Context: an optimization exercise on an open-source flow, tuned for small area, a short achievable clock period and few clock cycles. The choices shown serve that exercise and are no tape-out recipe. Only simulation tests tie the RTL to the original design; equivalence was not proved.

==> run a: inputs <==
==> flow/design.v (excerpt) <==
module npu_ctrl #(
    parameter int unsigned N     = 4,
    parameter int unsigned KTAPS = 3
) (
    input  logic        clk,
    input  logic        rst_n,
    input  logic        npu_start_matrix_mul,
    input  logic        npu_start_conv,
    output logic        npu_done,
    output logic        busy,
    input  logic [63:0] a_base,
    input  logic [63:0] b_base,
    input  logic [63:0] c_base,
    output logic        mem_req,
    output logic        mem_we,
    output logic [63:0] mem_addr,
    output logic [63:0] mem_wdata,
    input  logic        mem_ready,
    input  logic        mem_rvalid,
    input  logic [63:0] mem_rdata
);
export LEC_CHECK = 0
export CAP_MARGIN = 20
export CORE_MARGIN = 2
export CORE_UTILIZATION = 40
export SLEW_MARGIN = 20
create_clock -name core_clock -period 11.0 [get_ports {clk}]
standard.sh (not shown) runs the stock make flow with config.mk's settings and CLKGATE_MAP_FILE= SYNTH_SCRIPT=/design/flow/synth_recipe.tcl, a recipe that flattens the netlist after the stock synthesis.
==> flow/flow/run.sh <==
#!/bin/bash
bash standard.sh SETUP_SLACK_MARGIN=8 \
  "BUFFER_PORTS_ARGS=-buffer_cell sky130_fd_sc_hd__buf_2" \
  "CTS_ARGS=-sink_clustering_enable -repair_clock_nets -dont_use_dummy_load -buf_list {sky130_fd_sc_hd__clkbuf_4 sky130_fd_sc_hd__clkbuf_8}" \
  finish > standard.log 2>&1
==> run b: changes against run a <==
==> flow/flow/run.sh (replaced) <==
#!/bin/bash
bash standard.sh SETUP_SLACK_MARGIN=7.3 \
  "BUFFER_PORTS_ARGS=-buffer_cell sky130_fd_sc_hd__buf_2" \
  "CTS_ARGS=-sink_clustering_enable -repair_clock_nets -dont_use_dummy_load" \
  finish > standard.log 2>&1
--- a/flow/config.mk
+++ b/flow/config.mk
@@ -9,3 +9,3 @@
 export CORE_MARGIN = 2
-export CORE_UTILIZATION = 40
+export CORE_UTILIZATION = 68
 export SLEW_MARGIN = 20
==> run c: changes against run a <==
==> flow/flow/run.sh (replaced) <==
#!/bin/bash
bash standard.sh SETUP_SLACK_MARGIN=7.3 \
  "BUFFER_PORTS_ARGS=-buffer_cell sky130_fd_sc_hd__buf_2" \
  "CTS_ARGS=-sink_clustering_enable -repair_clock_nets -dont_use_dummy_load" \
  finish > standard.log 2>&1
--- a/flow/config.mk
+++ b/flow/config.mk
@@ -9,3 +9,3 @@
 export CORE_MARGIN = 2
-export CORE_UTILIZATION = 40
+export CORE_UTILIZATION = 55
 export SLEW_MARGIN = 20
==> run d: changes against run a <==
==> flow/flow/run.sh (replaced) <==
#!/bin/bash
bash standard.sh SETUP_SLACK_MARGIN=7.3 \
  "BUFFER_PORTS_ARGS=-buffer_cell sky130_fd_sc_hd__buf_2" \
  "CTS_ARGS=-sink_clustering_enable -repair_clock_nets -dont_use_dummy_load -sink_clustering_size 30 -sink_clustering_max_diameter 80" \
  finish > standard.log 2>&1
--- a/flow/config.mk
+++ b/flow/config.mk
@@ -9,3 +9,3 @@
 export CORE_MARGIN = 2
-export CORE_UTILIZATION = 40
+export CORE_UTILIZATION = 68
 export SLEW_MARGIN = 20
==> summary of the runs <==
Between run b and run c, the lower critical path depth is in run b (gap 1).
Via count, highest first: run a, run d, run b, run c.
Clock skew, lowest first: run b, run c, run a, run d.
Die area: run b is smaller than run c (about 20%).
In sequential cell count, run d and run a do not differ.
The lowest routed wire length belongs to run b, the highest to run a.
Register-to-register slack: run a is worse than run c (0.05 ns).
==> figures <==
	run b	run d	run c	run a
Hold Crit Start	p1_first_q	p1_last_q	p1_last_q	p1_last_q
Number of buffers and inverters on the critical path	2	3	3	1
Vias in the first global route	66,200	65,700	65,500	69,200
Number of setup buffers added after CTS	32	36	62	332
Clock transition at the registers of the reported paths	0.06 ns	0.11 ns	0.06 ns	0.06 ns
Vias after detailed routing	63,700	64,600	63,500	67,800
Count of H-tree levels built during CTS	3	2	3	4
Share of the clock period used by the worst path	34.2%	34.1%	34.2%	35.7%
Inverters	840	840	840	842
Post-Layout Cell Count	9,294	9,292	9,746	11,100
Most common library cell in the layout ignoring fill and taps	a22oi_1	a22oi_1	a22oi_1	xor2_1
Master of the slowest instance on the critical path	dfrtp_4	fa_1	or4_4	edfxtp_1
Placed cells	9,076	9,076	9,480	10,300
Routed length per placed instance	31.1 microns	31.8 microns	31.6 microns	33.0 microns
Maximum number of pins on one net before global-route repair	192	192	173	150
Register-to-Register Setup Slack	7.24 ns	7.25 ns	7.24 ns	7.19 ns
Result of the run	no timing/DRC/antenna violations	no timing/DRC/antenna violations	no timing/DRC/antenna violations	no timing/DRC/antenna violations
Required arrival time at the worst endpoint	11.45 ns	11.54 ns	11.52 ns	8.80 ns
Testbench counts of run a, summed over its fixed seeds: cycles 7,988.
Testbench counts of run b, summed over its fixed seeds: cycles 7,988.
Testbench counts of run c, summed over its fixed seeds: cycles 7,988.
Testbench counts of run d, summed over its fixed seeds: cycles 7,988.

-- what the ideal ports hide --
Ports are ideal in the flow. The routed layouts listed here were re-timed in OpenROAD. Step 1 assumes that a clkbuf_16 drives the clock port and a buf_2 every other input. Step 2 times the ports against the registers' clock, not the clock port: input delays grow and output delays shrink by t, the midpoint of the rising clock arrivals with the driver on. a / b / c = ideal ports / drivers / drivers and shift; a / b = the first two.
| run | t (ns) | setup slack, ns | worst slew at a driven data input, ns | cell pins on the clock port's net |
|---|---|---|---|---|
| run a | 1.022 | 7.075 / 6.988 / 6.930 | 0.23 | 1 |
| run b | 0.823 | 7.236 / 7.212 / 6.614 | 0.16 | 1 |
| run c | 0.835 | 7.240 / 7.238 / 6.678 | 0.19 | 1 |
| run d | 0.776 | 7.250 / 7.228 / 6.739 | 0.17 | 1 |
After both steps every run listed still meets setup and hold. The setup slack of run b, which loses most, moves by -0.024 ns with the drivers and by -0.622 ns with both steps.
